This is an optimization exercise on Yosys and OpenROAD, whose aim is small area, a short achievable clock period and few clock cycles per item, not a production implementation.
At most, simulation tests tie the RTL to the original design; equivalence was not proved.
Function not checked in run 3: the RTL went through the layout flow alone.

`constraint.sdc`:
```
create_clock -name core_clock -period 10.0 [get_ports {CLOCK_50}]
set_input_delay 2.0000 -clock core_clock [delete_from_list [all_inputs] [get_ports {CLOCK_50}]]
set_output_delay 2.0000 -clock core_clock [all_outputs]
set_load 0.01 [all_outputs]
```
`design.v`:
```
`default_nettype none
package rms_pkg;
	function automatic logic [6:0] seg_of_nibble(input logic [3:0] nibble);
		logic [6:0] seg;
		case (nibble)
			4'h0: seg = 7'h40;
			4'h1: seg = 7'h79;
			4'h2: seg = 7'h24;
			4'h3: seg = 7'h30;
			4'h4: seg = 7'h19;
			4'h5: seg = 7'h12;
			4'h6: seg = 7'h02;
			4'h7: seg = 7'h78;
			4'h8: seg = 7'h00;
			4'h9: seg = 7'h10;
			4'ha: seg = 7'h08;
			4'hb: seg = 7'h03;
			4'hc: seg = 7'h46;
			4'hd: seg = 7'h21;
			4'he: seg = 7'h06;
			default: seg = 7'h0e;
		endcase
		seg_of_nibble = seg;
	endfunction
endpackage
`default_nettype wire
`default_nettype none
module rms_top
(
	input  logic        CLOCK_50,
	input  logic        rst_n,
	input  logic        src_empty,
	input  logic [31:0] src_readdata,
	input  logic        snk_full,
	output logic        src_read,
	output logic        snk_write,
	output logic [31:0] snk_writedata,
	output logic [6:0]  hex0,
	output logic [6:0]  hex1,
	output logic [6:0]  hex2,
	output logic [6:0]  hex3,
	output logic [6:0]  hex4,
	output logic [6:0]  hex5
);
	localparam logic [14:0] BND = 15'b101_0101_0101_0010;
	logic        run_q;
	logic        pend_q;
	logic        vsk_q;
	logic [15:0] xs_q;
	logic        va_q;
	logic [15:0] xa_q;
	logic        vq_q;
	logic [31:0] sq_q;
	logic [34:0] s_q;
	logic        vs_q;
	logic [2:0]  ks_q;
	logic [2:0]  wcnt_q;
	logic        ov_q;
	logic [15:0] out_q;
	logic [3:0]  pos_q;
	logic        adv;
	logic [31:0] sq;
	logic [34:0] s_new;
	assign adv = !ov_q || !snk_full;
	assign snk_write = ov_q && !snk_full;
	assign src_read = run_q && !src_empty && !vsk_q && adv;
	assign snk_writedata = {16'h0000, out_q};
	always_ff @(posedge CLOCK_50 or negedge rst_n)
	begin
		if (!rst_n)
		begin
			run_q <= 1'b0;
			pend_q <= 1'b0;
			vsk_q <= 1'b0;
			va_q <= 1'b0;
			vq_q <= 1'b0;
			vs_q <= 1'b0;
			wcnt_q <= '0;
		end
		else
		begin
			run_q <= 1'b1;
			pend_q <= src_read;
			if (adv)
			begin
				va_q <= pend_q || vsk_q;
				vsk_q <= 1'b0;
				vq_q <= va_q;
				vs_q <= vq_q;
				if (vq_q)
					wcnt_q <= wcnt_q + 3'd1;
			end
			else if (pend_q)
				vsk_q <= 1'b1;
		end
	end
	assign sq =
		({32{xa_q[0]}} & (((32'(xa_q) >> 1) << 2) | (32'd1 << 0))) +
		({32{xa_q[1]}} & (((32'(xa_q) >> 2) << 4) | (32'd1 << 2))) +
		({32{xa_q[2]}} & (((32'(xa_q) >> 3) << 6) | (32'd1 << 4))) +
		({32{xa_q[3]}} & (((32'(xa_q) >> 4) << 8) | (32'd1 << 6))) +
		({32{xa_q[4]}} & (((32'(xa_q) >> 5) << 10) | (32'd1 << 8))) +
		({32{xa_q[5]}} & (((32'(xa_q) >> 6) << 12) | (32'd1 << 10))) +
		({32{xa_q[6]}} & (((32'(xa_q) >> 7) << 14) | (32'd1 << 12))) +
		({32{xa_q[7]}} & (((32'(xa_q) >> 8) << 16) | (32'd1 << 14))) +
		({32{xa_q[8]}} & (((32'(xa_q) >> 9) << 18) | (32'd1 << 16))) +
		({32{xa_q[9]}} & (((32'(xa_q) >> 10) << 20) | (32'd1 << 18))) +
		({32{xa_q[10]}} & (((32'(xa_q) >> 11) << 22) | (32'd1 << 20))) +
		({32{xa_q[11]}} & (((32'(xa_q) >> 12) << 24) | (32'd1 << 22))) +
		({32{xa_q[12]}} & (((32'(xa_q) >> 13) << 26) | (32'd1 << 24))) +
		({32{xa_q[13]}} & (((32'(xa_q) >> 14) << 28) | (32'd1 << 26))) +
		({32{xa_q[14]}} & (((32'(xa_q) >> 15) << 30) | (32'd1 << 28))) +
		({32{xa_q[15]}} & (((32'(xa_q) >> 16) << 32) | (32'd1 << 30)));
	assign s_new = ((wcnt_q == 3'd0) ? 35'd0 : s_q) + 35'(sq_q);
	always_ff @(posedge CLOCK_50)
	begin
		if (pend_q && !adv)
			xs_q <= src_readdata[15:0];
		if (adv)
		begin
			xa_q <= pend_q ? src_readdata[15:0] : xs_q;
			sq_q <= sq;
			if (vq_q)
			begin
				s_q <= s_new;
				ks_q <= wcnt_q;
			end
		end
	end
	function automatic logic [3:0] dstep(input logic [2:0] r, input logic b, input logic [1:0] mm);
		logic q;
		logic [2:0] n;
		logic c1;
		logic c2;
		c1 = !mm[0];
		c2 = !mm[1];
		case (mm)
			2'd0: q = b;
			2'd1: q = r[1] | (r[0] & b);
			2'd2: q = r[2] | (r[1] & (r[0] | b));
			default: q = r[2] | (r[1] & r[0] & b);
		endcase
		n[0] = b ^ q;
		n[1] = r[0] ^ (q & (c1 ^ b));
		n[2] = r[1] ^ (q & (c2 ^ ((r[0] & c1) | (r[0] & b) | (c1 & b))));
		dstep = {q, n};
	endfunction
	logic [15:0][17:0] rem_i;
	logic [15:0][15:0] r_i;
	logic [15:0][2:0]  dr_i;
	logic [15:0][31:0] qs_i;
	logic [15:0][1:0]  mm_i;
	logic [15:0]       v_i;
	logic [15:0][17:0] rem_o;
	logic [15:0][15:0] r_o;
	logic [15:0][2:0]  dr_o;
	logic [15:0][31:0] qs_o;
	logic [34:0] sh;
	logic [1:0]  mm0;
	always_comb
	begin
		case (ks_q)
			3'd0: begin sh = s_q;       mm0 = 2'd0; end
			3'd1: begin sh = s_q >> 1;  mm0 = 2'd0; end
			3'd2: begin sh = s_q;       mm0 = 2'd1; end
			3'd3: begin sh = s_q >> 2;  mm0 = 2'd0; end
			3'd4: begin sh = s_q;       mm0 = 2'd2; end
			3'd5: begin sh = s_q >> 1;  mm0 = 2'd1; end
			3'd6: begin sh = s_q;       mm0 = 2'd3; end
			default: begin sh = s_q >> 3; mm0 = 2'd0; end
		endcase
	end
	for (genvar j = 0; j < 16; j++)
	begin : g_step
		if (j == 0)
		begin : g_src
			logic [3:0] a1;
			logic [3:0] a2;
			assign a1 = dstep(sh[34:32], sh[31], mm0);
			assign a2 = dstep(a1[2:0], sh[30], mm0);
			assign rem_i[j] = '0;
			assign r_i[j] = '0;
			assign dr_i[j] = a2[2:0];
			assign qs_i[j] = {a1[3], a2[3], sh[29:0]};
			assign mm_i[j] = mm0;
			assign v_i[j] = vs_q;
		end
		else if (BND[j-1])
		begin : g_reg
			logic [17:0] rem_q;
			logic [15:0] r_q;
			logic [2:0]  dr_q;
			logic [31:0] qs_q;
			logic [1:0]  mm_q;
			logic        v_q;
			always_ff @(posedge CLOCK_50)
			begin
				if (adv)
				begin
					rem_q <= rem_o[j-1];
					r_q <= r_o[j-1];
					dr_q <= dr_o[j-1];
					qs_q <= qs_o[j-1] & (32'hffffffff >> (2 * j));
					mm_q <= mm_i[j-1];
				end
			end
			always_ff @(posedge CLOCK_50 or negedge rst_n)
			begin
				if (!rst_n)
					v_q <= 1'b0;
				else if (adv)
					v_q <= v_i[j-1];
			end
			assign rem_i[j] = rem_q;
			assign r_i[j] = r_q;
			assign dr_i[j] = dr_q;
			assign qs_i[j] = qs_q;
			assign mm_i[j] = mm_q;
			assign v_i[j] = v_q;
		end
		else
		begin : g_pass
			assign rem_i[j] = rem_o[j-1];
			assign r_i[j] = r_o[j-1];
			assign dr_i[j] = dr_o[j-1];
			assign qs_i[j] = qs_o[j-1];
			assign mm_i[j] = mm_i[j-1];
			assign v_i[j] = v_i[j-1];
		end
		if (j < 15)
		begin : g_div
			logic [3:0] b1;
			logic [3:0] b2;
			assign b1 = dstep(dr_i[j], qs_i[j][29-2*j], mm_i[j]);
			assign b2 = dstep(b1[2:0], qs_i[j][28-2*j], mm_i[j]);
			assign dr_o[j] = b2[2:0];
			always_comb
			begin
				qs_o[j] = qs_i[j];
				qs_o[j][29-2*j] = b1[3];
				qs_o[j][28-2*j] = b2[3];
			end
		end
		else
		begin : g_nodiv
			assign dr_o[j] = '0;
			assign qs_o[j] = qs_i[j];
		end
		logic [j+2:0] rs;
		logic [j+1:0] tr;
		logic [j+3:0] diff;
		logic         t;
		assign rs = {rem_i[j][j:0], qs_i[j][31-2*j -: 2]};
		if (j == 0)
		begin : g_t0
			assign tr = 2'b01;
		end
		else
		begin : g_tn
			assign tr = {r_i[j][j-1:0], 2'b01};
		end
		assign diff = {1'b0, rs} - {2'b00, tr};
		assign t = !diff[j+3];
		assign rem_o[j] = 18'(t ? diff[j+1:0] : rs[j+1:0]);
		assign r_o[j] = 16'({r_i[j][14:0], t});
	end
	always_ff @(posedge CLOCK_50 or negedge rst_n)
	begin
		if (!rst_n)
		begin
			ov_q <= 1'b0;
			out_q <= '0;
			pos_q <= '0;
		end
		else if (adv)
		begin
			ov_q <= v_i[15];
			if (v_i[15])
			begin
				out_q <= r_o[15];
				pos_q <= (pos_q[2:0] == 3'd0) ? 4'd1 : pos_q + 4'd1;
			end
		end
	end
	assign hex0 = rms_pkg::seg_of_nibble(out_q[3:0]);
	assign hex1 = rms_pkg::seg_of_nibble(out_q[7:4]);
	assign hex2 = rms_pkg::seg_of_nibble(out_q[11:8]);
	assign hex3 = rms_pkg::seg_of_nibble(out_q[15:12]);
	assign hex4 = rms_pkg::seg_of_nibble(pos_q);
	assign hex5 = rms_pkg::seg_of_nibble(4'h0);
endmodule
`default_nettype wire
```
`run.sh`:
```
#!/bin/bash
# synth_recipe.tcl (not shown) runs the flow's synth.tcl, then flattens the netlist and writes it again
# the make line also repeats each setting of config.mk as NAME=value (left out here)
make -C /OpenROAD-flow-scripts/flow DESIGN_CONFIG=/design/flow/config.mk WORK_HOME=/design/flow/orfs CLKGATE_MAP_FILE= SYNTH_SCRIPT=/design/flow/synth_recipe.tcl finish
```
`config.mk`:
```
export PLATFORM = sky130hd
export DESIGN_NAME = rms_top
export DESIGN_NICKNAME = rms_top
export VERILOG_FILES = /design/flow/design.v
export SDC_FILE = /design/flow/constraint.sdc
export NUM_CORES = 4
export LEC_CHECK = 0
export ABC_AREA = 1
export CAP_MARGIN = 20
export CORE_MARGIN = 2
export CORE_UTILIZATION = 40
export SETUP_SLACK_MARGIN = 5
export SLEW_MARGIN = 20
```
==> results of run 1 <==
metal layers:
| layer | global-route usage | routed length, µm | share of wire | vias up |
|---|---|---|---|---|
| met2 | 0.298 | 33300 | 0.52 | 311 |
| met5 | 0 | 0 | 0 | - |
| li1 | - | - | - | 12200 |
| met3 | 0.0213 | 1900 | 0.030 | 107 |
| met1 | 0.181 | 26500 | 0.42 | 11000 |
| met4 | 0.0521 | 1800 | 0.028 | 0 |
state kept, by name (all words and copies together) (netlist names):
| register | count |
|---|---|
| ov_q | 1 |
| g_step.genblk1.g_reg.dr_q | 18 |
| pos_q | 4 |
| g_step.genblk1.g_reg.v_q | 7 |
| sq_q | 31 |
| vs_q | 1 |
| xa_q | 16 |
| ks_q | 3 |
| s_q | 35 |
| xs_q | 16 |
| va_q | 1 |
| g_step.genblk1.g_reg.mm_q | 12 |
| vq_q | 1 |
| g_step.genblk1.g_reg.qs_q | 100 |
| pend_q | 1 |
| run_q | 1 |
| g_step.genblk1.g_reg.rem_q | 69 |
| wcnt_q | 3 |
| g_step.genblk1.g_reg.r_q | 62 |
| vsk_q | 1 |
| out_q | 16 |
area by class of cell:
| cell class | count | area, µm² |
|---|---|---|
| Multi-Input combinational cell | 2454 | 17500 |
| Tap cell | 969 | 1210 |
| Timing Repair inverter | 10 | 66.3 |
| Timing Repair Buffer | 378 | 3250 |
| Inverter | 527 | 2060 |
| Clock buffer | 55 | 1200 |
| Clock inverter | 28 | 329 |
| Sequential cell | 399 | 11800 |
| Fill cell | 6916 | 37300 |
cell families (layout without fill, tap and decap cells):
kind of cell | after synthesis | in the layout | synth area share
and+or+nand+nor | 1161 | 1167 | 0.161
other | 2 | 24 | 0.000248
DFF | 399 | 399 | 0.390
adders and majority gates | 381 | 381 | 0.177
muxes | 1 | 1 | 0.000331
buffers and inverters | 621 | 998 | 0.0810
xor gates and xnor gates | 223 | 223 | 0.0655
AOI/OAI and AO/OA | 658 | 658 | 0.125
layout by cell type (no fill, tap or decap), types with 42 or more instances in the layout:
master / count
nand2_1: 694
inv_1: 475
edfxtp_1: 362
ha_1: 275
buf_4: 267
a21oi_1: 211
o21ai_0: 174
xor2_1: 164
nor2_1: 158
nand3_1: 99
nand2_2: 83
fa_1: 75
clkdlybuf4s50_1: 69
xnor2_1: 48
clkbuf_16: 46
o21ai_2: 42
path summary, 6_finish.rpt:
check / slack, ns / endpoint / startpoint
hold / removal: 0.42 / g_step[5].genblk1.g_reg.qs_q[14]$_DFFE_PN_ / g_step[2].genblk1.g_reg.qs_q[14]$_DFFE_PN_
min in group asynchronous: 1.50 / pos_q[0]$_DFFE_PN0P_ / rst_n
setup / recovery: 4.51 / sq_q[30]$_DFFE_PN_ / xa_q[8]$_DFFE_PN_
hold reg to reg: 0.42 / g_step[5].genblk1.g_reg.qs_q[14]$_DFFE_PN_ / g_step[2].genblk1.g_reg.qs_q[14]$_DFFE_PN_
setup reg to reg: 4.51 / sq_q[30]$_DFFE_PN_ / xa_q[8]$_DFFE_PN_
max in group asynchronous: 8.07 / out_q[7]$_DFFE_PN0P_ / rst_n
timing repair:
| action | 4_1_cts | 5_1_grt |
|---|---|---|
| resized for setup | 98 | 279 |
| cloned | 14 | 7 |
| buffers inserted | 159 | 130 |
| setup endpoints to repair | 71 | 110 |
| pin swaps | 56 | 169 |
per-stage QoR:
stage | hold slack (ns) | utilization | setup slack (ns)
2_1_floorplan | 0.400 | - | 4.56
3_3_place_gp | 0.400 | 0.430 | 3.69
3_5_place_dp | 0.405 | 0.430 | 3.71
4_1_cts | 0.414 | 0.473 | 4.62
5_1_grt | 0.419 | 0.500 | 4.19
6_report | 0.416 | 0.500 | 4.51
==> results.txt, run 1 <==
I/O Buffers 72; TritonCTS buffer count 45; final instance area 0.0374 mm²; CTS root buf clkbuf_16; synth unique cells 68; GRT Overall Usage 0.158; placer congestion estimate 0.827; CP Buf/Inv Count 3; DRT iter0 DRCs 775; Mapped Area 0.0303 mm²; placed insts 4427; outcome complete, no violations; io pins 112; Hold WC Path Type register to register; top cells by count, synth nand2_1 (771), inv_1 (493), edfxtp_1 (362), ha_1 (302), a21oi_1 (241); Synth top area share 0.359; EDFF count, synth 362; final cell count without fillers 4820; final hold violation count 0; Seq cells post-synth 399; Slew @ Worst Pin 0.966 ns; Worst-Skew Late Latency 0.59 ns; Startpoint Class register; Die H 279 µm; CORE AREA 0.0747 mm²; Max Clk Rate 182 MHz; ANT cells 0; post-DP HPWL 41100 µm; Req. time, crit path 10.34 ns; Seq/Total Area, Yosys 0.390; Ys Warns 2; Post-DRT Antenna Nets 0; first-pass GRT wire length 104000 µm; Yosys top cell by area edfxtp_1; CP Depth 29; syn avg cell area 8.79 µm²; TritonCTS clock tree built; placed cell areas 0.0321 mm²; Layout Nets 4232; clock slew seen by the registers of the worst setup and hold paths 0.05 ns; Die X 279 µm; Hold Path Depth 0; Max Cap Viol 0; CP max stage cell fa_1; largest net degree at the start of global routing 126; CP Class register to register; most used cell, CP nand2_2; clock sinks 399; antenna violations before repair 0; Final period util 0.549; Overflow after GRT 0; Min Clock Period, post-route 5.49 ns; area grow syn2layout 23.4%; crit end category register; Initial Utilization 0.405; TritonRoute pass-1 iters 5; CP arrival 5.82 ns; RSZ-0062 raised after global routing true; CP top delay family adder cells; Crit Path Max Fanout 5; CTS max path bufs 3; DR DRC count 0; die area 0.0779 mm²; Max Slew Vio Count 0; Via Count 23600; layout cells sized above 1 0.200; predominant post-synthesis flop cell edfxtp_1; number of global-route vias before repair 22900; Slew HR 0.356; Row Count 100; count leader, synth nand2_1; vias per cell 4.89; CTS H-tree lvls 2; Cells after Synth 3446; drt wl/cell 13.2 µm; Post-CTS Hold Fix Bufs 0; TNS Setup 0 ns; CP peak stage delay 0.52 ns; Async S/R FF share, synth 0.0927; R2R depth 29; top area cells in the synthesized netlist edfxtp_1 (36%), ha_1 (12%), nand2_1 (9.6%), inv_1 (6.1%), fa_1 (5.2%); # setup viols final 0; Setup Skew 0.0173 ns; WL final 63600 µm
Testbench counts, summed over its fixed seeds: cycles 4,192, items 4,096.
==> inputs of run 2 (changes only) <==
--- a/config.mk
+++ b/config.mk
@@ -9,5 +9,5 @@
 export CAP_MARGIN = 20
 export CORE_MARGIN = 2
-export CORE_UTILIZATION = 40
+export CORE_UTILIZATION = 65
 export SETUP_SLACK_MARGIN = 5
 export SLEW_MARGIN = 20
==> run 2 against run 1 <==
Net effect: fmax is 4.7% lower; via count rose by 7.9%; clock skew rose by 0.012 ns; cell area grew 0.15%; count of clock-buffer cells in the layout rose by 7; final cell count fell by 7.2%; global-route usage grew 13 points; critical endpoint is now sq_q[15]$_DFFE_PN_.
==> results.txt, run 2 <==
Max Slew Vio Count 0 (unchanged); Req. time, crit path 10.34 ns (about the same); multi-input logic area 0.0177 mm² (+1.5%); RSZ-0062 raised after global routing true; Worst-Skew Late Latency 0.59 ns (about the same); CP top delay family buffers and inverters; first-pass GRT wire length 113000 µm (+8.5%); synth unique cells 68 (unchanged); CP Buf/Inv Count 17 (+14); CP arrival 6.09 ns (+0.27 ns); Seq cells post-synth 399 (unchanged); largest registers g_step.genblk1.g_reg.qs_q x100, g_step.genblk1.g_reg.rem_q x69, g_step.genblk1.g_reg.r_q x62; Max Clk Rate 174 MHz (-4.7%); Die H 220 µm (-21%); syn avg cell area 8.79 µm² (unchanged); placer congestion estimate 0.868 (+5.0%); area grow syn2layout 23.6%; drt wl/cell 16.8 µm (+27%); Seq/Total Area, Yosys 0.390 (unchanged); outcome complete, no violations; CTS root buf clkbuf_16; CP max stage cell fa_2; most frequent cells in the layout nand2_1 (691), inv_1 (462), edfxtp_1 (362); CP peak stage delay 0.54 ns (+0.02 ns); clock slew seen by the registers of the worst setup and hold paths 0.07 ns (+0.02 ns); register name with the most flops g_step.genblk1.g_reg.qs_q; CORE AREA 0.0463 mm² (-38%); vias per cell 5.69 (+16%); Layout Nets 4246 (+0.33%); EDFF count, synth 362 (unchanged); final instance area 0.0374 mm² (+0.15%); final hold violation count 0 (unchanged); filler instances 2800 (-60%); CTS max path bufs 3 (unchanged); Slew @ Worst Pin 1.04 ns (+0.0790 ns); Min Clock Period, post-route 5.76 ns (+0.270 ns); Startpoint Class register; WL final 75100 µm (+18%); Via Count 25400 (+7.9%); TritonCTS clock tree built; top area cells in the synthesized netlist edfxtp_1 (36%), ha_1 (12%), nand2_1 (9.6%), inv_1 (6.1%), fa_1 (5.2%); clock sinks 399 (unchanged); predominant post-synthesis flop cell edfxtp_1; Post-CTS Hold Fix Bufs 0 (unchanged); Async S/R FF share, synth 0.0927 (unchanged); Final period util 0.576 (+0.0270); Cells after Synth 3446 (unchanged); Post-DRT Antenna Nets 0 (unchanged); ANT cells 0 (unchanged); Hold WC Path Type register to register; fin util 0.809 (+0.309); die area 0.0483 mm² (-38%); largest net degree at the start of global routing 193 (+53%); CTS H-tree lvls 2 (unchanged); Crit Path Max Fanout 4 (-1); GRT Overall Usage 0.285 (+0.127); # setup viols final 0 (unchanged); Overflow after GRT 0 (unchanged); Synth top area share 0.359 (unchanged); io pins 112 (unchanged); Largest register FFs 100 (unchanged); register area 0.0118 mm² (unchanged); post-DP HPWL 45400 µm (+10%); CP Class register to register; layout cells sized above 1 0.213 (+0.0135); Yosys top cell by area edfxtp_1; DRT iter0 DRCs 1748 (+130%); TritonRoute pass-1 iters 6 (+1); I/O Buffers 72 (unchanged); number of global-route vias before repair 24500 (+6.9%); Initial Utilization 0.655 (+0.249); Row Count 79 (-21%); Max Cap Viol 0 (unchanged); count leader, synth nand2_1; Setup Skew 0.0289 ns (+0.0116 ns); crit end category register; TritonCTS buffer count 44 (-2.2%); most used cell, CP buf_4; Slew HR 0.304 (-0.0526); DR DRC count 0 (unchanged); Ys Warns 2 (unchanged); Die X 220 µm (-21%); placed cell areas 0.0317 mm² (-1.4%); Mapped Area 0.0303 mm² (unchanged); antenna violations before repair 0 (unchanged); TNS Setup 0 ns (unchanged); commonest non-fill, non-tap cell in the layout nand2_1; top cells by count, synth nand2_1 (771), inv_1 (493), edfxtp_1 (362), ha_1 (302), a21oi_1 (241)
[run 2: cell counts after synthesis]
Identical to the previous run, type by type.
[run 2: path summary, 6_finish.rpt]
kind                                                            start                                    endpoint  slack, ns  depth (start not counted)
max in group asynchronous                                       rst_n                       wcnt_q[2]$_DFFE_PN0P_       8.14                          1
hold reg to reg            g_step[2].genblk1.g_reg.qs_q[12]$_DFFE_PN_  g_step[5].genblk1.g_reg.qs_q[12]$_DFFE_PN_       0.41                          0
setup / recovery                                    xa_q[1]$_DFFE_PN_                          sq_q[15]$_DFFE_PN_       4.24                         31
setup reg to reg                                    xa_q[1]$_DFFE_PN_                          sq_q[15]$_DFFE_PN_       4.24                         31
min in group asynchronous                                       rst_n                           vsk_q$_DFFE_PN0P_       1.44                          1
hold / removal             g_step[2].genblk1.g_reg.qs_q[12]$_DFFE_PN_  g_step[5].genblk1.g_reg.qs_q[12]$_DFFE_PN_       0.41                          0
[run 2: repair_timing]
| action | 4_1_cts | 5_1_grt |
|---|---|---|
| endpoints found under the setup margin | 76 | 113 |
| gates resized for setup | 141 | 304 |
| gates cloned | 9 | 8 |
| setup buffers | 180 | 131 |
| pin swaps | 88 | 165 |
[run 2: kinds of logic after synthesis]
family,share of synthesized area
muxes,0.000331
DFF,0.390
adders and majority gates,0.177
and+or+nand+nor,0.161
other,0.000248
xor gates and xnor gates,0.0655
buffers and inverters,0.0810
AOI/OAI and AO/OA,0.125
[run 2: worst register-to-register path: cells and delay by family (launching register included)]
kind            cells  cell delay, ns
buf+inv            17            2.11
flops               1            0.47
compound gates      5            0.84
fa+ha+maj           5            1.73
xor+xnor            1            0.15
simple gates        3            0.21
[run 2: metrics by stage]
step           hold WS, ns  setup slack (ns)  std cells
6_report             0.407              4.24       4472
5_1_grt              0.420              4.12       4472
4_1_cts              0.411              4.59       4333
3_5_place_dp         0.405              3.54       4062
3_3_place_gp         0.400              3.68       4061
2_1_floorplan        0.400              4.56       3468
[run 2: layout make-up]
type	instances	share of cell area
clock inverter	20	0.00665
inverter	527	0.0551
tap	607	0.0203
timing repair buffer	399	0.0935
timing repair inverter	5	0.000970
multi-input combinational	2453	0.473
clock buffer	62	0.0348
sequential	399	0.315
[run 2: layer usage]
metal  GRT usage  up-vias  wire length [µm]
met5           0        -                 0
met4       0.117        0              3540
met3      0.0330      260              3360
met2       0.544      800             39600
met1       0.320    12200             28500
li1            -    12200                 -
==> inputs of run 3 (changes only) <==
--- a/design.v
+++ b/design.v
@@ -60,5 +60,8 @@
 	logic [3:0]  pos_q;
 	logic        adv;
-	logic [31:0] sq;
+	logic [15:0] sqh;
+	logic [15:0] sql;
+	logic [15:0] sqm;
+	logic [15:0] sqm_q;
 	logic [34:0] s_new;
 	assign adv = !ov_q || !snk_full;
@@ -95,22 +98,32 @@
 		end
 	end
-	assign sq =
-		({32{xa_q[0]}} & (((32'(xa_q) >> 1) << 2) | (32'd1 << 0))) +
-		({32{xa_q[1]}} & (((32'(xa_q) >> 2) << 4) | (32'd1 << 2))) +
-		({32{xa_q[2]}} & (((32'(xa_q) >> 3) << 6) | (32'd1 << 4))) +
-		({32{xa_q[3]}} & (((32'(xa_q) >> 4) << 8) | (32'd1 << 6))) +
-		({32{xa_q[4]}} & (((32'(xa_q) >> 5) << 10) | (32'd1 << 8))) +
-		({32{xa_q[5]}} & (((32'(xa_q) >> 6) << 12) | (32'd1 << 10))) +
-		({32{xa_q[6]}} & (((32'(xa_q) >> 7) << 14) | (32'd1 << 12))) +
-		({32{xa_q[7]}} & (((32'(xa_q) >> 8) << 16) | (32'd1 << 14))) +
-		({32{xa_q[8]}} & (((32'(xa_q) >> 9) << 18) | (32'd1 << 16))) +
-		({32{xa_q[9]}} & (((32'(xa_q) >> 10) << 20) | (32'd1 << 18))) +
-		({32{xa_q[10]}} & (((32'(xa_q) >> 11) << 22) | (32'd1 << 20))) +
-		({32{xa_q[11]}} & (((32'(xa_q) >> 12) << 24) | (32'd1 << 22))) +
-		({32{xa_q[12]}} & (((32'(xa_q) >> 13) << 26) | (32'd1 << 24))) +
-		({32{xa_q[13]}} & (((32'(xa_q) >> 14) << 28) | (32'd1 << 26))) +
-		({32{xa_q[14]}} & (((32'(xa_q) >> 15) << 30) | (32'd1 << 28))) +
-		({32{xa_q[15]}} & (((32'(xa_q) >> 16) << 32) | (32'd1 << 30)));
-	assign s_new = ((wcnt_q == 3'd0) ? 35'd0 : s_q) + 35'(sq_q);
+	assign sqh =
+		({16{xa_q[15:8][0]}} & (((16'(xa_q[15:8]) >> 1) << 2) | (16'd1 << 0))) +
+		({16{xa_q[15:8][1]}} & (((16'(xa_q[15:8]) >> 2) << 4) | (16'd1 << 2))) +
+		({16{xa_q[15:8][2]}} & (((16'(xa_q[15:8]) >> 3) << 6) | (16'd1 << 4))) +
+		({16{xa_q[15:8][3]}} & (((16'(xa_q[15:8]) >> 4) << 8) | (16'd1 << 6))) +
+		({16{xa_q[15:8][4]}} & (((16'(xa_q[15:8]) >> 5) << 10) | (16'd1 << 8))) +
+		({16{xa_q[15:8][5]}} & (((16'(xa_q[15:8]) >> 6) << 12) | (16'd1 << 10))) +
+		({16{xa_q[15:8][6]}} & (((16'(xa_q[15:8]) >> 7) << 14) | (16'd1 << 12))) +
+		({16{xa_q[15:8][7]}} & (((16'(xa_q[15:8]) >> 8) << 16) | (16'd1 << 14)));
+	assign sql =
+		({16{xa_q[7:0][0]}} & (((16'(xa_q[7:0]) >> 1) << 2) | (16'd1 << 0))) +
+		({16{xa_q[7:0][1]}} & (((16'(xa_q[7:0]) >> 2) << 4) | (16'd1 << 2))) +
+		({16{xa_q[7:0][2]}} & (((16'(xa_q[7:0]) >> 3) << 6) | (16'd1 << 4))) +
+		({16{xa_q[7:0][3]}} & (((16'(xa_q[7:0]) >> 4) << 8) | (16'd1 << 6))) +
+		({16{xa_q[7:0][4]}} & (((16'(xa_q[7:0]) >> 5) << 10) | (16'd1 << 8))) +
+		({16{xa_q[7:0][5]}} & (((16'(xa_q[7:0]) >> 6) << 12) | (16'd1 << 10))) +
+		({16{xa_q[7:0][6]}} & (((16'(xa_q[7:0]) >> 7) << 14) | (16'd1 << 12))) +
+		({16{xa_q[7:0][7]}} & (((16'(xa_q[7:0]) >> 8) << 16) | (16'd1 << 14)));
+	assign sqm =
+		({16{xa_q[8]}} & (16'(xa_q[7:0]) << 0)) +
+		({16{xa_q[9]}} & (16'(xa_q[7:0]) << 1)) +
+		({16{xa_q[10]}} & (16'(xa_q[7:0]) << 2)) +
+		({16{xa_q[11]}} & (16'(xa_q[7:0]) << 3)) +
+		({16{xa_q[12]}} & (16'(xa_q[7:0]) << 4)) +
+		({16{xa_q[13]}} & (16'(xa_q[7:0]) << 5)) +
+		({16{xa_q[14]}} & (16'(xa_q[7:0]) << 6)) +
+		({16{xa_q[15]}} & (16'(xa_q[7:0]) << 7));
+	assign s_new = ((wcnt_q == 3'd0) ? 35'd0 : s_q) + 35'(sq_q) + (35'(sqm_q) << 9);
 	always_ff @(posedge CLOCK_50)
 	begin
@@ -120,5 +133,6 @@
 		begin
 			xa_q <= pend_q ? src_readdata[15:0] : xs_q;
-			sq_q <= sq;
+			sq_q <= {sqh, sql};
+			sqm_q <= sqm;
 			if (vq_q)
 			begin
--- a/config.mk
+++ b/config.mk
@@ -9,5 +9,5 @@
 export CAP_MARGIN = 20
 export CORE_MARGIN = 2
-export CORE_UTILIZATION = 65
+export CORE_UTILIZATION = 40
 export SETUP_SLACK_MARGIN = 5
 export SLEW_MARGIN = 20
==> run 3 against run 2 <==
Net effect: die area grew 65%; worst setup slack improved by 0.86 ns; via count shrank 9.6%; clock skew is 0.0061 ns lower; global-route usage decreased by 13 points; fmax increased by 18%; wire length fell by 18%; critical endpoint is now src_read; critical path depth shrank 26.
==> results.txt, run 3 <==
outcome complete, no violations; drt wl/cell 12.9 µm (-23%); R2R depth 36 (+16%); CP Class input pin to output pin; placer congestion estimate 0.823 (-5.2%); Hold WC Path Type register to register; final cell count without fillers 4766 (+6.6%); Synth top area share 0.364 (+0.00532); simple-gate portion of the synthesized area 0.155 (-0.00605); die area 0.0797 mm² (+65%); Yosys top cell by area edfxtp_1; io pins 112 (unchanged); TritonRoute pass-1 iters 4 (-2); Post-DRT Antenna Nets 0 (unchanged); ANT cells 0 (unchanged); Layout Nets 4131 (-2.7%); EDFF count, synth 376 (+3.9%); TNS Setup 0 ns (unchanged); I/O Buffers 72 (unchanged); DRT iter0 DRCs 1046 (-40%); Via Count 23000 (-9.6%); Slew @ Worst Pin 0.960 ns (-0.0843 ns); Max Cap Viol 0 (unchanged); Worst-Skew Late Latency 0.59 ns (about the same); CORE AREA 0.0771 mm² (+67%); # setup viols final 0 (unchanged); Max Clk Rate 204 MHz (+18%); Die H 282 µm (+28%); predominant post-synthesis flop cell edfxtp_1; top cells by count, synth nand2_1 (735), inv_1 (480), edfxtp_1 (376), ha_1 (329), o21ai_0 (237); Setup Skew 0.0227 ns (-0.00613 ns); Seq cells post-synth 413 (+3.5%); final hold violation count 0 (unchanged); clock slew seen by the registers of the worst setup and hold paths 0.06 ns (about the same); post-DP HPWL 43100 µm (-5.1%); Req. time, crit path 8.00 ns (-2.34 ns); RSZ-0062 raised after global routing true; top area cells in the synthesized netlist edfxtp_1 (36%), ha_1 (13%), nand2_1 (8.9%), inv_1 (5.8%), fa_1 (4.9%); GRT Overall Usage 0.151 (-0.134); Overflow after GRT 0 (unchanged); Hold Path Depth 0 (unchanged); Cells after Synth 3459 (+0.38%); crit end category output pin; Mapped Area 0.0310 mm² (+2.4%); synth unique cells 69 (+1.5%); largest net degree at the start of global routing 83 (-57%); Seq/Total Area, Yosys 0.394 (+0.00462); first-pass GRT wire length 102000 µm (-10%); Synth Area in Compound Gates 0.123 (-0.00186); syn avg cell area 8.96 µm² (+2.0%); antenna violations before repair 0 (unchanged); post-synthesis adder-cell area fraction 0.182 (+0.00490); Async S/R FF share, synth 0.0896 (-0.00314); register name with the most flops g_step.genblk1.g_reg.qs_q; DR DRC count 0 (unchanged); CTS H-tree lvls 2 (unchanged); largest registers g_step.genblk1.g_reg.qs_q x100, g_step.genblk1.g_reg.rem_q x69, g_step.genblk1.g_reg.r_q x62; clock sinks 413 (+3.5%); Max Slew Vio Count 0 (unchanged); Post-CTS Hold Fix Bufs 0 (unchanged); Synth Area in XOR/XNOR 0.0673 (+0.00177); CP arrival 2.89 ns (-3.20 ns); commonest non-fill, non-tap cell in the layout nand2_1; Min Clock Period, post-route 4.89 ns (-0.863 ns); Crit Path Max Fanout 4 (unchanged); placed insts 4513 (+11%); layout cells sized above 1 0.163 (-0.0500); vias per cell 4.83 (-15%); Initial Utilization 0.402 (-0.252); Final period util 0.489 (-0.0863); Row Count 102 (+29%); TritonCTS clock tree built; largest family of logic cells by synthesized area adder cells; TritonCTS buffer count 45 (+2.3%); mux share of post-synthesis cell area 0.000323 (-0.00000759); CTS root buf clkbuf_16; Ys Warns 2 (unchanged); Die X 282 µm (+28%); Slew HR 0.360 (+0.0562); Largest register FFs 100 (unchanged); Startpoint Class input pin; CTS max path bufs 3 (unchanged); WL final 61400 µm (-18%); count leader, synth nand2_1; area grow syn2layout 19.4%; number of global-route vias before repair 22300 (-9.0%); most frequent cells in the layout nand2_1 (667), inv_1 (460), edfxtp_1 (376)
-- run 3: cell count changes in the layout (fill, tap and decap cells not counted), sizes merged, moves of 9 or more --
cell / previous run / this run
buf: 323 / 176
nand2: 803 / 773
ha: 302 / 329
inv: 519 / 497
nor2: 175 / 196
o21ai: 253 / 272
nand3: 134 / 119
edfxtp: 362 / 376
clkinv: 13 / 23
a21oi: 246 / 237
a22oi: 4 / 13
xnor2: 49 / 58
-- run 3: path summary, 6_finish.rpt --
| check | start | to | slack (ns) |
|---|---|---|---|
| worst max-delay path | snk_full | src_read | 5.11 |
| min in group asynchronous | rst_n | pos_q[2]$_DFFE_PN0P_ | 1.52 |
| worst min-delay path | g_step[2].genblk1.g_reg.qs_q[7]$_DFFE_PN_ | g_step[5].genblk1.g_reg.qs_q[7]$_DFFE_PN_ | 0.41 |
| worst max register to register | g_step[11].genblk1.g_reg.r_q[1]$_DFFE_PN_ | g_step[13].genblk1.g_reg.rem_q[10]$_DFFE_PN_ | 5.13 |
| worst min register to register | g_step[2].genblk1.g_reg.qs_q[7]$_DFFE_PN_ | g_step[5].genblk1.g_reg.qs_q[7]$_DFFE_PN_ | 0.41 |
| max in group asynchronous | rst_n | run_q$_DFF_PN0_ | 8.06 |
-- run 3: cell families (layout without fill, tap and decap cells) --
logic type	after synthesis	count (layout)
and+or+nand+nor	1138	1140
AOI/OAI and AO/OA	665	666
buffers and inverters	603	845
DFF	413	413
adders and majority gates	405	405
xor gates and xnor gates	232	232
other	2	24
muxes	1	1
-- run 3: final cells by class --
class	instances	area [µm²]
clock inverter	28	295
inverter	506	1970
timing repair buffer	251	2290
multi-input combinational	2468	17700
clock buffer	55	1230
fill	7284	40100
sequential	413	12200
tap	1040	1300
timing repair inverter	5	30.0
-- run 3: per-layer routing --
layer / vias up / global-route usage / routed length, µm
met4: 0 / 0.0437 / 1580
met1: 10700 / 0.176 / 26200
met5: - / 0 / 0
li1: 12000 / - / -
met2: 227 / 0.288 / 32000
met3: 90 / 0.0174 / 1540
-- run 3: through the flow --
| step | instance area (µm²) | setup slack (ns) | utilization | hold WS [ns] |
|---|---|---|---|---|
| floorplan | 31100 | 5.02 | - | 0.400 |
| global placement | 32700 | 3.76 | 0.425 | 0.400 |
| detailed placement | 32700 | 3.70 | 0.425 | 0.405 |
| CTS | 35000 | 4.93 | 0.455 | 0.410 |
| global route | 37000 | 4.75 | 0.480 | 0.407 |
| finish | 37000 | 5.11 | 0.480 | 0.414 |
-- run 3: critical path, cell delays in order --
cell	delay [ns]
clkbuf_4	0.20
nand2_8	0.11
clkinvlp_4	0.13
nor4_4	0.29
buf_2	0.17
-- run 3: timing repair --
item	4_1_cts	5_1_grt
setup buffers	55	99
pin swaps	25	127
resized for setup	72	307
gates cloned	8	8
setup endpoints to repair	77	99
==> inputs of run 4 (changes only) <==
--- a/design.v
+++ b/design.v
@@ -54,5 +54,8 @@
 	logic [34:0] s_q;
 	logic        vs_q;
-	logic [2:0]  ks_q;
+	logic [3:0]  es_q;
+	logic [1:0]  ms_q;
+	logic [3:0]  e_of_k;
+	logic [1:0]  m_of_k;
 	logic [2:0]  wcnt_q;
 	logic        ov_q;
@@ -60,4 +63,6 @@
 	logic [3:0]  pos_q;
 	logic        adv;
+	logic [7:0]  xh;
+	logic [7:0]  xl;
 	logic [15:0] sqh;
 	logic [15:0] sql;
@@ -98,31 +103,33 @@
 		end
 	end
+	assign xh = xa_q[15:8];
+	assign xl = xa_q[7:0];
 	assign sqh =
-		({16{xa_q[15:8][0]}} & (((16'(xa_q[15:8]) >> 1) << 2) | (16'd1 << 0))) +
-		({16{xa_q[15:8][1]}} & (((16'(xa_q[15:8]) >> 2) << 4) | (16'd1 << 2))) +
-		({16{xa_q[15:8][2]}} & (((16'(xa_q[15:8]) >> 3) << 6) | (16'd1 << 4))) +
-		({16{xa_q[15:8][3]}} & (((16'(xa_q[15:8]) >> 4) << 8) | (16'd1 << 6))) +
-		({16{xa_q[15:8][4]}} & (((16'(xa_q[15:8]) >> 5) << 10) | (16'd1 << 8))) +
-		({16{xa_q[15:8][5]}} & (((16'(xa_q[15:8]) >> 6) << 12) | (16'd1 << 10))) +
-		({16{xa_q[15:8][6]}} & (((16'(xa_q[15:8]) >> 7) << 14) | (16'd1 << 12))) +
-		({16{xa_q[15:8][7]}} & (((16'(xa_q[15:8]) >> 8) << 16) | (16'd1 << 14)));
+		({16{xh[0]}} & (((16'(xh) >> 1) << 2) | (16'd1 << 0))) +
+		({16{xh[1]}} & (((16'(xh) >> 2) << 4) | (16'd1 << 2))) +
+		({16{xh[2]}} & (((16'(xh) >> 3) << 6) | (16'd1 << 4))) +
+		({16{xh[3]}} & (((16'(xh) >> 4) << 8) | (16'd1 << 6))) +
+		({16{xh[4]}} & (((16'(xh) >> 5) << 10) | (16'd1 << 8))) +
+		({16{xh[5]}} & (((16'(xh) >> 6) << 12) | (16'd1 << 10))) +
+		({16{xh[6]}} & (((16'(xh) >> 7) << 14) | (16'd1 << 12))) +
+		({16{xh[7]}} & (((16'(xh) >> 8) << 16) | (16'd1 << 14)));
 	assign sql =
-		({16{xa_q[7:0][0]}} & (((16'(xa_q[7:0]) >> 1) << 2) | (16'd1 << 0))) +
-		({16{xa_q[7:0][1]}} & (((16'(xa_q[7:0]) >> 2) << 4) | (16'd1 << 2))) +
-		({16{xa_q[7:0][2]}} & (((16'(xa_q[7:0]) >> 3) << 6) | (16'd1 << 4))) +
-		({16{xa_q[7:0][3]}} & (((16'(xa_q[7:0]) >> 4) << 8) | (16'd1 << 6))) +
-		({16{xa_q[7:0][4]}} & (((16'(xa_q[7:0]) >> 5) << 10) | (16'd1 << 8))) +
-		({16{xa_q[7:0][5]}} & (((16'(xa_q[7:0]) >> 6) << 12) | (16'd1 << 10))) +
-		({16{xa_q[7:0][6]}} & (((16'(xa_q[7:0]) >> 7) << 14) | (16'd1 << 12))) +
-		({16{xa_q[7:0][7]}} & (((16'(xa_q[7:0]) >> 8) << 16) | (16'd1 << 14)));
+		({16{xl[0]}} & (((16'(xl) >> 1) << 2) | (16'd1 << 0))) +
+		({16{xl[1]}} & (((16'(xl) >> 2) << 4) | (16'd1 << 2))) +
+		({16{xl[2]}} & (((16'(xl) >> 3) << 6) | (16'd1 << 4))) +
+		({16{xl[3]}} & (((16'(xl) >> 4) << 8) | (16'd1 << 6))) +
+		({16{xl[4]}} & (((16'(xl) >> 5) << 10) | (16'd1 << 8))) +
+		({16{xl[5]}} & (((16'(xl) >> 6) << 12) | (16'd1 << 10))) +
+		({16{xl[6]}} & (((16'(xl) >> 7) << 14) | (16'd1 << 12))) +
+		({16{xl[7]}} & (((16'(xl) >> 8) << 16) | (16'd1 << 14)));
 	assign sqm =
-		({16{xa_q[8]}} & (16'(xa_q[7:0]) << 0)) +
-		({16{xa_q[9]}} & (16'(xa_q[7:0]) << 1)) +
-		({16{xa_q[10]}} & (16'(xa_q[7:0]) << 2)) +
-		({16{xa_q[11]}} & (16'(xa_q[7:0]) << 3)) +
-		({16{xa_q[12]}} & (16'(xa_q[7:0]) << 4)) +
-		({16{xa_q[13]}} & (16'(xa_q[7:0]) << 5)) +
-		({16{xa_q[14]}} & (16'(xa_q[7:0]) << 6)) +
-		({16{xa_q[15]}} & (16'(xa_q[7:0]) << 7));
+		({16{xa_q[8]}} & (16'(xl) << 0)) +
+		({16{xa_q[9]}} & (16'(xl) << 1)) +
+		({16{xa_q[10]}} & (16'(xl) << 2)) +
+		({16{xa_q[11]}} & (16'(xl) << 3)) +
+		({16{xa_q[12]}} & (16'(xl) << 4)) +
+		({16{xa_q[13]}} & (16'(xl) << 5)) +
+		({16{xa_q[14]}} & (16'(xl) << 6)) +
+		({16{xa_q[15]}} & (16'(xl) << 7));
 	assign s_new = ((wcnt_q == 3'd0) ? 35'd0 : s_q) + 35'(sq_q) + (35'(sqm_q) << 9);
 	always_ff @(posedge CLOCK_50)
@@ -138,5 +145,6 @@
 			begin
 				s_q <= s_new;
-				ks_q <= wcnt_q;
+				es_q <= e_of_k;
+				ms_q <= m_of_k;
 			end
 		end
@@ -170,19 +178,22 @@
 	logic [15:0][2:0]  dr_o;
 	logic [15:0][31:0] qs_o;
-	logic [34:0] sh;
-	logic [1:0]  mm0;
 	always_comb
 	begin
-		case (ks_q)
-			3'd0: begin sh = s_q;       mm0 = 2'd0; end
-			3'd1: begin sh = s_q >> 1;  mm0 = 2'd0; end
-			3'd2: begin sh = s_q;       mm0 = 2'd1; end
-			3'd3: begin sh = s_q >> 2;  mm0 = 2'd0; end
-			3'd4: begin sh = s_q;       mm0 = 2'd2; end
-			3'd5: begin sh = s_q >> 1;  mm0 = 2'd1; end
-			3'd6: begin sh = s_q;       mm0 = 2'd3; end
-			default: begin sh = s_q >> 3; mm0 = 2'd0; end
+		case (wcnt_q)
+			3'd0: begin e_of_k = 4'b0001; m_of_k = 2'd0; end
+			3'd1: begin e_of_k = 4'b0010; m_of_k = 2'd0; end
+			3'd2: begin e_of_k = 4'b0001; m_of_k = 2'd1; end
+			3'd3: begin e_of_k = 4'b0100; m_of_k = 2'd0; end
+			3'd4: begin e_of_k = 4'b0001; m_of_k = 2'd2; end
+			3'd5: begin e_of_k = 4'b0010; m_of_k = 2'd1; end
+			3'd6: begin e_of_k = 4'b0001; m_of_k = 2'd3; end
+			default: begin e_of_k = 4'b1000; m_of_k = 2'd0; end
 		endcase
 	end
+	logic [34:0] sh;
+	logic [1:0]  mm0;
+	assign sh = ({35{es_q[0]}} & s_q) | ({35{es_q[1]}} & (s_q >> 1)) |
+		({35{es_q[2]}} & (s_q >> 2)) | ({35{es_q[3]}} & (s_q >> 3));
+	assign mm0 = ms_q;
 	for (genvar j = 0; j < 16; j++)
 	begin : g_step
--- a/config.mk
+++ b/config.mk
@@ -9,5 +9,6 @@
 export CAP_MARGIN = 20
 export CORE_MARGIN = 2
-export CORE_UTILIZATION = 40
+export CORE_UTILIZATION = 50
+export PLACE_DENSITY = 0.7
 export SETUP_SLACK_MARGIN = 5
 export SLEW_MARGIN = 20
==> run 4 against run 3 <==
Net effect: via count up 2.8%; sequential cell count is 4 higher; final cell count fell by 3.8%; sequential share of layout area increased by 1.1 points; worst setup slack worse by 0.10 ns; non-clock buffer count is 31 lower; count of clock-buffer cells in the layout grew 8; highest routed layer unchanged.
==> results.txt, run 4 <==
Initial Utilization 0.505 (+0.103); Worst-Skew Late Latency 0.58 ns (about the same); Max Slew Vio Count 0 (unchanged); Min Clock Period, post-route 4.99 ns (+0.101 ns); Hold WC Path Type register to register; post-DP HPWL 41100 µm (-4.6%); Startpoint Class register; CTS root buf clkbuf_16; predominant post-synthesis flop cell edfxtp_1; Yosys top cell by area edfxtp_1; EDFF count, synth 380 (+1.1%); largest registers g_step.genblk1.g_reg.qs_q x100, g_step.genblk1.g_reg.rem_q x69, g_step.genblk1.g_reg.r_q x62; TritonCTS clock tree built; DRT iter0 DRCs 1280 (+22%); Post-CTS Hold Fix Bufs 0 (unchanged); Via Count 23600 (+2.8%); R2R depth 35 (-2.8%); CORE AREA 0.0616 mm² (-20%); CP max stage cell edfxtp_1; drt wl/cell 13.3 µm (+3.5%); final cell count without fillers 4587 (-3.8%); mux share of post-synthesis cell area 0.000322 (-0.000000949); clock sinks 417 (+0.97%); Synth Area in Compound Gates 0.121 (-0.00237); Largest register FFs 100 (unchanged); DR DRC count 0 (unchanged); GRT Overall Usage 0.182 (+0.0308); placed insts 4351 (-3.6%); CP Class register to register; worst r2r src g_step[11].genblk1.g_reg.r_q[0]$_DFFE_PN_; TritonCTS buffer count 46 (+2.2%); count leader, synth nand2_1; Post-DRT Antenna Nets 0 (unchanged); CTS H-tree lvls 2 (unchanged); synth unique cells 59 (-14%); Slew @ Worst Pin 1.04 ns (+0.0822 ns); Crit Path Max Fanout 6 (+2); Max Cap Viol 0 (unchanged); placer congestion estimate 0.823 (unchanged); RSZ-0062 raised after global routing true; top cells by count, synth nand2_1 (743), inv_1 (498), edfxtp_1 (380), ha_1 (335), o21ai_0 (233); clock slew seen by the registers of the worst setup and hold paths 0.06 ns (about the same); CTS max path bufs 3 (unchanged); top area cells in the synthesized netlist edfxtp_1 (37%), ha_1 (13%), nand2_1 (9.0%), inv_1 (6.0%), fa_1 (4.8%); largest net degree at the start of global routing 180 (+120%); Async S/R FF share, synth 0.0887 (-0.000859); register name with the most flops g_step.genblk1.g_reg.qs_q; first-pass GRT wire length 98700 µm (-2.9%); number of global-route vias before repair 22100 (-0.64%); hold slack 0.411 ns (-0.00373 ns); final hold violation count 0 (unchanged); ANT cells 0 (unchanged); Seq/Total Area, Yosys 0.397 (+0.00271); largest family of logic cells by synthesized area adder cells; simple-gate portion of the synthesized area 0.155 (-0.000617); CP startpoint g_step[11].genblk1.g_reg.r_q[0]$_DFFE_PN_; Hold Path Depth 0 (unchanged); Worst Min Path Start g_step[9].genblk1.g_reg.qs_q[3]$_DFFE_PN_; post-synthesis adder-cell area fraction 0.183 (+0.00124); Max Clk Rate 200 MHz (-2.0%); layout cells sized above 1 0.129 (-0.0341); Cells after Synth 3509 (+1.4%); Overflow after GRT 0 (unchanged); Mapped Area 0.0311 mm² (+0.29%); die area 0.0642 mm² (-19%); Final period util 0.499 (+0.0101); WL final 61200 µm (-0.35%); most used cell, CP o21ai_1; Synth top area share 0.367 (+0.00279); TNS Setup 0 ns (unchanged); syn avg cell area 8.86 µm² (-1.1%); I/O Buffers 72 (unchanged); CP arrival 5.31 ns (+2.42 ns); Die X 253 µm (-10%); Die H 253 µm (-10%); io pins 112 (unchanged); crit end category register; most frequent cells in the layout nand2_1 (701), inv_1 (483), edfxtp_1 (380); Req. time, crit path 10.31 ns (+2.31 ns); Slew HR 0.305 (-0.0548); Setup Skew 0.0169 ns (-0.00580 ns); Seq cells post-synth 417 (+0.97%); CP peak stage delay 0.37 ns (+0.08 ns); # setup viols final 0 (unchanged); area grow syn2layout 16.4%; Ys Warns 2 (unchanged); outcome complete, no violations; Layout Nets 4159 (+0.68%); Synth Area in XOR/XNOR 0.0648 (-0.00249); vias per cell 5.15 (+6.8%); TritonRoute pass-1 iters 7 (+3); Row Count 91 (-11%); commonest non-fill, non-tap cell in the layout nand2_1; antenna violations before repair 0 (unchanged)
[run 4: cell count changes after synthesis, sizes merged, moves of 7 or more]
cell,delta
nand3,+10
o21ai,+8
buf,-8
o22ai,+7
inv,+21
nor2,+9
clkbuf,+8
[run 4: metrics by stage]
step	setup WS, ns	util	area [µm²]
finish	5.01	0.587	36200
global route	4.76	0.587	36200
CTS	4.93	0.560	34500
detailed placement	3.32	0.528	32500
global placement	3.40	0.528	32500
floorplan	5.08	-	31200
[run 4: cell type report]
class                   count  area, µm²
clock buffers              63       1340
clock inverters            22        270
fillers                  5164      25400
inverters                 527       2040
multi-input cells        2494      17200
flip-flops and latches    417      12300
well taps                 837       1050
repair buffers            220       1910
repair inverters            7       47.5
[run 4: path summary, 6_finish.rpt]
check / to / slack (ns)
min in group asynchronous: pos_q[2]$_DFFE_PN0P_ / 1.44
max in group asynchronous: wcnt_q[0]$_DFFE_PN0P_ / 8.10
setup reg to reg: g_step[13].genblk1.g_reg.rem_q[7]$_DFFE_PN_ / 5.01
setup / recovery: g_step[13].genblk1.g_reg.rem_q[7]$_DFFE_PN_ / 5.01
hold / removal: g_step[11].genblk1.g_reg.qs_q[3]$_DFFE_PN_ / 0.41
hold reg to reg: g_step[11].genblk1.g_reg.qs_q[3]$_DFFE_PN_ / 0.41
[run 4: logic make-up (layout without fill, tap and decap cells)]
family          Yosys count  count (layout)
simple gates           1162            1166
compound gates          664             664
buf+inv                 624             839
flops                   417             417
fa+ha+maj               410             410
xor+xnor                229             229
other cells               2              24
mux                       1               1
[run 4: per-layer routing]
layer / vias up / wire, µm / GRT usage
li1: 12100 / - / -
met1: 11100 / 25400 / 0.207
met2: 410 / 31900 / 0.348
met3: 115 / 1910 / 0.0199
met4: 0 / 1950 / 0.0649
met5: - / 0 / 0
[run 4: timing repair]
action	4_1_cts	5_1_grt
buffers inserted	24	112
gates resized for setup	50	192
endpoints found under the setup margin	63	93
pin swaps	8	85
gates cloned	7	8
[run 4: worst max-delay path, delay by kind of cell (launching register included)]
| kind | cells | cell delay, ns |
|---|---|---|
| AO/OA/AOI/OAI | 13 | 1.83 |
| adder cells (fa/ha/maj) | 2 | 0.61 |
| buffers and inverters | 7 | 0.78 |
| flip-flops | 1 | 0.37 |
| AND/OR/NAND/NOR | 13 | 1.15 |
Testbench counts of run 4, summed over its fixed seeds: cycles 4,192, items 4,096.
==> inputs of run 5 (changes only) <==
--- a/config.mk
+++ b/config.mk
@@ -9,6 +9,5 @@
 export CAP_MARGIN = 20
 export CORE_MARGIN = 2
-export CORE_UTILIZATION = 50
-export PLACE_DENSITY = 0.7
+export CORE_UTILIZATION = 40
 export SETUP_SLACK_MARGIN = 5
 export SLEW_MARGIN = 20
==> run 5 against run 4 <==
Net effect: via count shrank 2.2%; area after synthesis unchanged; cell area up 0.47%; synthesized cell count stayed put; count of clock-buffer cells in the layout is 3 higher; largest cell class unchanged.
==> results.txt, run 5 <==
outcome complete, no violations; TritonCTS clock tree built; CTS root buf clkbuf_16; Hold Path End g_step[7].genblk1.g_reg.qs_q[15]$_DFFE_PN_; Async S/R FF share, synth 0.0887 (unchanged); Worst-Skew Late Latency 0.59 ns (about the same); TritonCTS buffer count 47 (+2.2%); EDFF count, synth 380 (unchanged); most frequent cells in the layout nand2_1 (705), inv_1 (484), edfxtp_1 (380); Yosys top cell by area edfxtp_1; Req. time, crit path 8.00 ns (-2.31 ns); placer congestion estimate 0.822 (-0.12%); Layout Nets 4161 (+0.048%); area grow syn2layout 17.0%; CP max stage cell clkdlybuf4s50_1; Mapped Area 0.0311 mm² (unchanged); predominant post-synthesis flop cell edfxtp_1; Startpoint Class input pin; worst r2r src g_step[13].genblk1.g_reg.rem_q[1]$_DFFE_PN_; Seq cells post-synth 417 (unchanged); Die X 283 µm (+12%); Initial Utilization 0.403 (-0.102); Post-DRT Antenna Nets 0 (unchanged); top cells by count, synth nand2_1 (743), inv_1 (498), edfxtp_1 (380), ha_1 (335), o21ai_0 (233); final hold violation count 0 (unchanged); Hold Path Depth 0 (unchanged); antenna violations before repair 0 (unchanged); CP Depth 3 (-91%); Worst R2R End g_step[15].genblk1.g_reg.rem_q[3]$_DFFE_PN_; clock slew seen by the registers of the worst setup and hold paths 0.06 ns (about the same); largest net degree at the start of global routing 186 (+3.3%); Worst Min Path Start g_step[5].genblk1.g_reg.qs_q[15]$_DFFE_PN_; register area 0.0123 mm² (unchanged); Final period util 0.495 (-0.00454); CP arrival 2.95 ns (-2.36 ns); WL final 61700 µm (+0.84%); io pins 112 (unchanged); post-DP HPWL 42300 µm (+3.0%); Cells after Synth 3509 (unchanged); fin util 0.471 (-0.117); CTS max path bufs 3 (unchanged); CP startpoint src_empty; synth unique cells 59 (unchanged); RSZ-0062 raised after global routing true; register name with the most flops g_step.genblk1.g_reg.qs_q; Largest register FFs 100 (unchanged); R2R depth 32 (-8.6%); number of global-route vias before repair 22100 (-0.35%); commonest non-fill, non-tap cell in the layout nand2_1; Die H 283 µm (+12%); final instance area 0.0364 mm² (+0.47%); TNS Setup 0 ns (unchanged); Seq/Total Area, Yosys 0.397 (unchanged); crit end category output pin; dpl ws 3.24 ns (-0.0772 ns); Critical Path, Cell by Cell clkdlybuf4s50_1 > nor4_4 > clkbuf_2; Slew HR 0.309 (+0.00415); first-pass GRT wire length 102000 µm (+3.4%); CP Buf/Inv Count 2 (-5); hold slack 0.407 ns (-0.00395 ns); Slew @ Worst Pin 1.04 ns (-0.00623 ns); TritonRoute pass-1 iters 4 (-3); CP top delay family buffers and inverters; die area 0.0799 mm² (+25%); Synth top area share 0.367 (unchanged); Min Clock Period, post-route 4.95 ns (-0.0454 ns); largest registers g_step.genblk1.g_reg.qs_q x100, g_step.genblk1.g_reg.rem_q x69, g_step.genblk1.g_reg.r_q x62; setup ws final 5.05 ns (+0.0454 ns); filler instances 7330 (+42%); CP Class input pin to output pin; Ys Warns 2 (unchanged); CP peak stage delay 0.46 ns (+0.09 ns); Overflow after GRT 0 (unchanged); placed cell areas 0.0328 mm² (+0.80%); Via Count 23100 (-2.2%); drt wl/cell 12.9 µm (-3.5%); Hold WC Path Type register to register; clock sinks 417 (unchanged); FF-to-FF setup slack 5.19 ns (+0.18 ns); CTS H-tree lvls 2 (unchanged); top area cells in the synthesized netlist edfxtp_1 (37%), ha_1 (13%), nand2_1 (9.0%), inv_1 (6.0%), fa_1 (4.8%); Crit Path Max Fanout 2 (-4); Max Slew Vio Count 0 (unchanged); ANT cells 0 (unchanged); count leader, synth nand2_1; GRT Overall Usage 0.152 (-0.0300); DRT iter0 DRCs 1142 (-11%); Max Clk Rate 202 MHz (+0.92%); Setup Skew 0.0271 ns (+0.0101 ns); syn avg cell area 8.86 µm² (unchanged); multi-input logic area 0.0171 mm² (-0.49%); Row Count 102 (+12%); layout cells sized above 1 0.123 (-0.00567); # setup viols final 0 (unchanged); CORE AREA 0.0772 mm² (+25%); DR DRC count 0 (unchanged); Max Cap Viol 0 (unchanged); I/O Buffers 72 (unchanged); placed insts 4555 (+4.7%); final cell count without fillers 4792 (+4.5%); vias per cell 4.82 (-6.4%)
==> run 5: cell families after synthesis <==
logic type	Yosys count	share of synthesized area
and+or+nand+nor	1162	0.155
AOI/OAI and AO/OA	664	0.121
other	2	0.000242
muxes	1	0.000322
xor gates and xnor gates	229	0.0648
buffers and inverters	624	0.0792
DFF	417	0.397
adders and majority gates	410	0.183
==> run 5: how the worst max path moves through the flow <==
stage,endpoint
3_5_place_dp,src_read
5_1_grt,g_step[15].genblk1.g_reg.rem_q[3]$_DFFE_PN_
4_1_cts,src_read
2_1_floorplan,g_step[13].genblk1.g_reg.rem_q[3]$_DFFE_PN_
3_3_place_gp,src_read
6_report,src_read
==> run 5: metal layers <==
| layer | global-route usage | up-vias | part of all wire |
|---|---|---|---|
| met2 | 0.284 | 241 | 0.51 |
| met3 | 0.0182 | 95 | 0.027 |
| met4 | 0.0471 | 0 | 0.027 |
| met5 | 0 | - | 0 |
| li1 | - | 12100 | - |
| met1 | 0.181 | 10700 | 0.44 |
==> run 5: final cells by class <==
| class | count | area share |
|---|---|---|
| clock buffers | 66 | 0.0366 |
| clock inverters | 20 | 0.00671 |
| inverters | 527 | 0.0562 |
| multi-input cells | 2494 | 0.471 |
| flip-flops and latches | 417 | 0.339 |
| well taps | 1040 | 0.0358 |
| repair buffers | 221 | 0.0533 |
| repair inverters | 7 | 0.00131 |
==> run 5: timing repair <==
item,in CTS,in global routing
pin swaps,12,67
cloned,8,9
hold buffers,0,0
buffers inserted,26,108
endpoints found under the setup margin,63,93
resized for setup,46,173
hold endpoints to repair,0,0
==> inputs of run 6 (changes only) <==
--- a/config.mk
+++ b/config.mk
@@ -10,4 +10,6 @@
 export CORE_MARGIN = 2
 export CORE_UTILIZATION = 40
+export CTS_BUF_LIST = sky130_fd_sc_hd__clkbuf_4
+export CTS_CLUSTER_SIZE = 30
 export SETUP_SLACK_MARGIN = 5
 export SLEW_MARGIN = 20
==> run 6 against run 5 <==
Net effect: worst setup slack improved by 0.037 ns; wire length hardly changed; synthesized cell count unchanged; die area stayed put; count of clock-buffer cells in the layout is 91 higher; sequential cell count stayed put; final cell count rose by 2.6%; utilization down 0.21 points; critical endpoint unchanged; largest cell class unchanged.
==> results.txt, run 6 <==
syn avg cell area 8.86 µm² (unchanged); CP Class input pin to output pin; simple-gate portion of the synthesized area 0.155 (unchanged); Die H 283 µm (unchanged); register name with the most flops g_step.genblk1.g_reg.qs_q; Largest register FFs 100 (unchanged); CP max stage cell nor4_4; die area 0.0799 mm² (unchanged); synth unique cells 59 (unchanged); Setup Skew 0.0432 ns (+0.0161 ns); Req. time, crit path 8.00 ns (about the same); vias per cell 4.79 (-0.66%); Async S/R FF share, synth 0.0887 (unchanged); Mapped Area 0.0311 mm² (unchanged); CP Buf/Inv Count 3 (+1); top cells by count, synth nand2_1 (743), inv_1 (498), edfxtp_1 (380), ha_1 (335), o21ai_0 (233); TNS Setup 0 ns (unchanged); post-DP HPWL 42300 µm (unchanged); WL final 61600 µm (about the same); CTS root buf clkbuf_4; Slew @ Worst Pin 0.944 ns (-0.0922 ns); CTS max path bufs 3 (unchanged); Final period util 0.491 (-0.00374); Post-DRT Antenna Nets 0 (unchanged); post-synthesis adder-cell area fraction 0.183 (unchanged); Via Count 23600 (+1.9%); largest registers g_step.genblk1.g_reg.qs_q x100, g_step.genblk1.g_reg.rem_q x69, g_step.genblk1.g_reg.r_q x62; most frequent cells in the layout nand2_1 (709), inv_1 (484), edfxtp_1 (380); I/O Buffers 72 (unchanged); CP peak stage delay 0.29 ns (-0.17 ns); area grow syn2layout 16.4%; CORE AREA 0.0772 mm² (unchanged); top area cells in the synthesized netlist edfxtp_1 (37%), ha_1 (13%), nand2_1 (9.0%), inv_1 (6.0%), fa_1 (4.8%); Synth Area in Compound Gates 0.121 (unchanged); multi-input logic area 0.0171 mm² (about the same); largest family of logic cells by synthesized area adder cells; TritonCTS clock tree built; placer congestion estimate 0.822 (unchanged); Startpoint Class input pin; count leader, synth nand2_1; Slew HR 0.370 (+0.0608); Crit Path Max Fanout 4 (+2); Overflow after GRT 0 (unchanged); mux share of post-synthesis cell area 0.000322 (unchanged); Layout Nets 4228 (+1.6%); Max Slew Vio Count 0 (unchanged); clock sinks 417 (unchanged); CP top delay family buffers and inverters; final hold violation count 0 (unchanged); Die X 283 µm (unchanged); register area 0.0123 mm² (unchanged); first-pass GRT wire length 103000 µm (+0.53%); Critical Path, Cell by Cell buf_2 > nand2_8 > clkinvlp_4 > nor4_4 > clkbuf_2; DR DRC count 0 (unchanged); Initial Utilization 0.403 (unchanged); FF-to-FF setup slack 5.09 ns (-0.10 ns); predominant post-synthesis flop cell edfxtp_1; Seq cells post-synth 417 (unchanged); TritonRoute pass-1 iters 4 (unchanged); clock slew seen by the registers of the worst setup and hold paths 0.06 ns (about the same); # setup viols final 0 (unchanged); Hold WC Path Type register to register; Synth top area share 0.367 (unchanged); outcome complete, no violations
==> run 6: path summary, 6_finish.rpt <==
check / startpoint / endpoint / cells after the start
min reg2reg: g_step[5].genblk1.g_reg.qs_q[15]$_DFFE_PN_ / g_step[7].genblk1.g_reg.qs_q[15]$_DFFE_PN_ / 0
max reg2reg: g_step[11].genblk1.g_reg.rem_q[1]$_DFFE_PN_ / g_step[13].genblk1.g_reg.rem_q[0]$_DFFE_PN_ / 32
max: snk_full / src_read / 5
min in group asynchronous: rst_n / run_q$_DFF_PN0_ / 2
max in group asynchronous: rst_n / wcnt_q[0]$_DFFE_PN0P_ / 2
min: g_step[5].genblk1.g_reg.qs_q[15]$_DFFE_PN_ / g_step[7].genblk1.g_reg.qs_q[15]$_DFFE_PN_ / 0
==> run 6: cell type report <==
type / count / share of cell area
Clock inverter: 48 / 0.00702
Clock buffer: 157 / 0.0326
Sequential cell: 417 / 0.341
Inverter: 527 / 0.0564
Multi-Input combinational cell: 2494 / 0.473
Timing Repair Buffer: 222 / 0.0527
Timing Repair inverter: 7 / 0.00131
Antenna cell: 5 / 0.000346
Tap cell: 1040 / 0.0360
==> run 6: logic make-up (layout without fill, tap and decap cells) <==
kind of cell / count (synthesis) / count (layout)
adder cells (fa/ha/maj): 410 / 410
AO/OA/AOI/OAI: 664 / 664
XOR/XNOR: 229 / 229
other: 2 / 29
flip-flops: 417 / 417
buffers and inverters: 624 / 961
multiplexers: 1 / 1
AND/OR/NAND/NOR: 1162 / 1166
==> run 6: per-stage QoR <==
step	instances	util	hold slack [ns]	setup WS [ns]	area, µm²
after floorplan	3531	-	0.400	5.08	31200
after detailed placement	4555	0.425	0.405	3.24	32800
after global routing	4917	0.469	0.420	4.77	36200
after CTS	4800	0.449	0.418	4.98	34700
final	4917	0.469	0.412	5.09	36200
after global placement	4555	0.425	0.401	3.33	32800
==> run 6: timing repair <==
item / in CTS / in global routing
gates cloned: 8 / 8
buffers inserted: 32 / 104
gates resized for setup: 45 / 173
setup endpoints to repair: 62 / 93
pin swaps: 12 / 73
==> run 6: metal layers <==
metal | up-vias | GRT usage | share of wire
li1 | 12300 | - | -
met1 | 10900 | 0.176 | 0.43
met2 | 293 | 0.285 | 0.51
met3 | 117 | 0.0273 | 0.030
met4 | 0 | 0.0516 | 0.026
met5 | - | 0 | 0

## what the ideal ports hide
The flow's constraints put no driver on any port. The routed layouts listed below were extracted and timed again, unchanged, in two steps. Step 1, drivers: a clkbuf_16 drives CLOCK_50 and a buf_2 each remaining input, both assumed. Step 2, shift: input delay + t, output delay - t, t = (earliest + latest rising clock arrival at the registers) / 2. This alone moves slack from input paths to output paths. a / b / c = ideal ports / drivers / drivers and shift; a / b = the first two.
| run | t, ns | slack for setup (ns) | latest minus earliest clock arrival (ns) | slew at the worst register clock pin (ns) |
|---|---|---|---|---|
| run 1 | 0.642 | 4.513 / 4.513 / 4.513 | 0.018 / 0.018 | 0.06 / 0.06 |
| run 2 | 0.635 | 4.243 / 4.243 / 4.243 | 0.029 / 0.029 | 0.07 / 0.07 |
| run 3 | 0.637 | 5.106 / 5.083 / 5.083 | 0.025 / 0.025 | 0.06 / 0.06 |
| run 4 | 0.634 | 5.005 / 5.005 / 5.005 | 0.021 / 0.022 | 0.06 / 0.06 |
| run 5 | 0.637 | 5.051 / 5.031 / 5.031 | 0.027 / 0.027 | 0.06 / 0.06 |
| run 6 | 0.885 | 5.088 / 5.070 / 5.070 | 0.051 / 0.051 | 0.08 / 0.08 |
After both steps setup and hold are still met in every run listed. For run 3, which loses most, drivers alone change the setup slack by -0.023 ns; drivers and shift together by -0.023 ns.
